Background: an optimization exercise with open tools, aiming at small area. Do not read the settings as production practice. Only simulation tests tie the RTL to the original design; equivalence was not proved. Power figures rest on the tool's default switching activity, not on a simulated workload.

## archive_toc_keystream_xor_core
module archive_toc_keystream_xor_core (
    input  logic                            i_clk,
    input  logic                            i_rst_n,
    input  logic                            i_in_valid,
    output logic                            o_in_ready,
    input  logic [7:0]                      i_in_data,
    input  logic                            i_in_run_start,
    input  logic                            i_in_last,
    output logic                            o_out_valid,
    input  logic                            i_out_ready,
    output logic [7:0]                      o_out_data,
    output logic                            o_out_last,
    input  logic                            i_cfg_we,
    input  logic [atkx_pkg::CFG_IDX_W-1:0]  i_cfg_idx,
    input  logic [atkx_pkg::CFG_DATA_W-1:0] i_cfg_data
);
Size: about 850 cells after synthesis, roughly 310 flip-flops, roughly 93 I/O pins, about 0.014 mm2 of cells after synthesis.
Settings: LEC_CHECK=0, CAP_MARGIN=20, CORE_MARGIN=2, CORE_UTILIZATION=40, SLEW_MARGIN=20, SYNTH_HIERARCHICAL=1; clock period 25.0 ns.
standard.sh (not shown) runs the stock make flow with config.mk's settings and CLKGATE_MAP_FILE= SYNTH_SCRIPT=/design/flow/synth_recipe.tcl, a recipe that flattens the netlist after the stock synthesis.
==> flow/flow/run.sh <==
#!/bin/bash
# The standard layout (the standard.sh, its synthesis unchanged) with two
# settings changed: ports are buffered with buf_1 instead of the larger
# default buffer, and the clock tree uses clkbuf_8 leaf clusters of up to 20
# sinks without dummy loads. The make output goes to flow.log; each ORFS
# step's own log is under orfs/logs.
set -euo pipefail
bash standard.sh \
  "BUFFER_PORTS_ARGS=-buffer_cell sky130_fd_sc_hd__buf_1" \
  "CTS_ARGS=-sink_clustering_enable -repair_clock_nets -dont_use_dummy_load -buf_list sky130_fd_sc_hd__clkbuf_8 -sink_clustering_size 20 -sink_clustering_max_diameter 60" \
  finish > flow.log 2>&1
Next try:
==> flow/flow/run.sh (replaced) <==
#!/bin/bash
# The standard layout (the standard.sh, its synthesis unchanged) with two
# settings changed: ports are buffered with buf_1 instead of the larger
# default buffer, and the clock tree uses clkbuf_8 leaf clusters of up to 16
# sinks without dummy loads. The make output goes to flow.log; each ORFS
# step's own log is under orfs/logs.
set -euo pipefail
bash standard.sh \
  "BUFFER_PORTS_ARGS=-buffer_cell sky130_fd_sc_hd__buf_1" \
  "CTS_ARGS=-sink_clustering_enable -repair_clock_nets -dont_use_dummy_load -buf_list sky130_fd_sc_hd__clkbuf_8 -sink_clustering_size 16 -sink_clustering_max_diameter 50" \
  finish > flow.log 2>&1
- GPL_TIMING_DRIVEN: not set -> 0
=> The new run finished clean. Sequential power is about the same. Sequential cell count does not change. Clock power climbs by about 4%. Synthesized cell count does not change. Worst setup slack is worse by 0.11 ns. Routed wire length decreases by 3.3%. Non-clock buffer count shrinks by 25. Cell area drops by about 0.46%. Sequential share of layout area rose by 0.27 points. Combinational power is higher by 46%. Final cell count fell by 1.4%.


archive_toc_keystream_xor_core, a different RTL version from the one above (not shown whole).
For scale: ~890 cells after synthesis, about 310 flip-flops, about 93 I/O pins, about 14000 um2 of cells after synthesis.
clock: 25.0 ns
lec_check: 0
cap_margin: 20
core_margin: 2
core_utilization: 40
slew_margin: 20
synth_hierarchical: 1
==> flow/flow/run.sh <==
#!/bin/bash
# The standard layout (the standard.sh, its synthesis unchanged) with two
# settings changed: ports are buffered with buf_1 instead of the larger
# default buffer, and the clock tree uses clkbuf_8 leaf clusters of up to 20
# sinks without dummy loads. The make output goes to flow.log; each ORFS
# step's own log is under orfs/logs.
set -euo pipefail
bash standard.sh \
  "BUFFER_PORTS_ARGS=-buffer_cell sky130_fd_sc_hd__buf_1" \
  "CTS_ARGS=-sink_clustering_enable -repair_clock_nets -dont_use_dummy_load -buf_list sky130_fd_sc_hd__clkbuf_8 -sink_clustering_size 20 -sink_clustering_max_diameter 60" \
  finish > flow.log 2>&1
Rerun with:
==> flow/run.sh (new file) <==
#!/bin/bash
# synth_recipe.tcl (not shown) runs the flow's synth.tcl, then flattens the netlist and writes it again
# the make line also repeats each setting of config.mk as NAME=value (left out here)
make -C /OpenROAD-flow-scripts/flow DESIGN_CONFIG=/design/flow/config.mk WORK_HOME=/design/flow/orfs CLKGATE_MAP_FILE= SYNTH_SCRIPT=/design/flow/synth_recipe.tcl finish
removed: flow/flow/run.sh
removed: flow/standard.sh
Outcome: The changed run completed without violations; sequential share of layout area went down by 4.6 points; core utilization went up by 3.9 points; wire length went up by 1.2%; setup slack loses 420 ps.

==> static timing again, ports no longer ideal <==
Ports are ideal in the flow. The routed layouts listed here were re-timed in OpenROAD.
Step 1, drivers: a clkbuf_16 drives i_clk and a buf_2 each remaining input, both assumed.
Step 2 adds t to the input delays and takes it off the output delays; t is the mean of the earliest and latest rising clock arrival at the registers after step 1. Input paths then give back, and output paths get back, about the clock's delay inside the block.
Slacks: ideal ports / drivers / drivers and shift; pairs: ideal ports / drivers.
| run | t (ns) | slack for setup (ns) | hold WS [ns] | clock arrival spread, ns | slew at the worst register clock pin (ns) |
|---|---|---|---|---|---|
| the first run of note 1 | 0.636 | 7.732 / 7.760 / 7.124 | 0.401 / 0.401 / 0.401 | 0.074 / 0.074 | 0.11 / 0.11 |
| the second run of note 1 | 0.655 | 7.625 / 7.644 / 6.989 | 0.423 / 0.423 / 0.423 | 0.080 / 0.081 | 0.10 / 0.10 |
| the first run of note 2 | 0.625 | 8.520 / 8.533 / 7.908 | 0.405 / 0.405 / 0.405 | 0.064 / 0.063 | 0.12 / 0.12 |
| the second run of note 2 | 0.566 | 8.104 / 8.118 / 7.552 | 0.416 / 0.416 / 0.416 | 0.028 / 0.028 | 0.07 / 0.07 |
After both steps setup and hold are still met in every run listed. For the second run of note 1, which loses most, drivers alone change the setup slack by +0.019 ns; drivers and shift together by -0.636 ns.
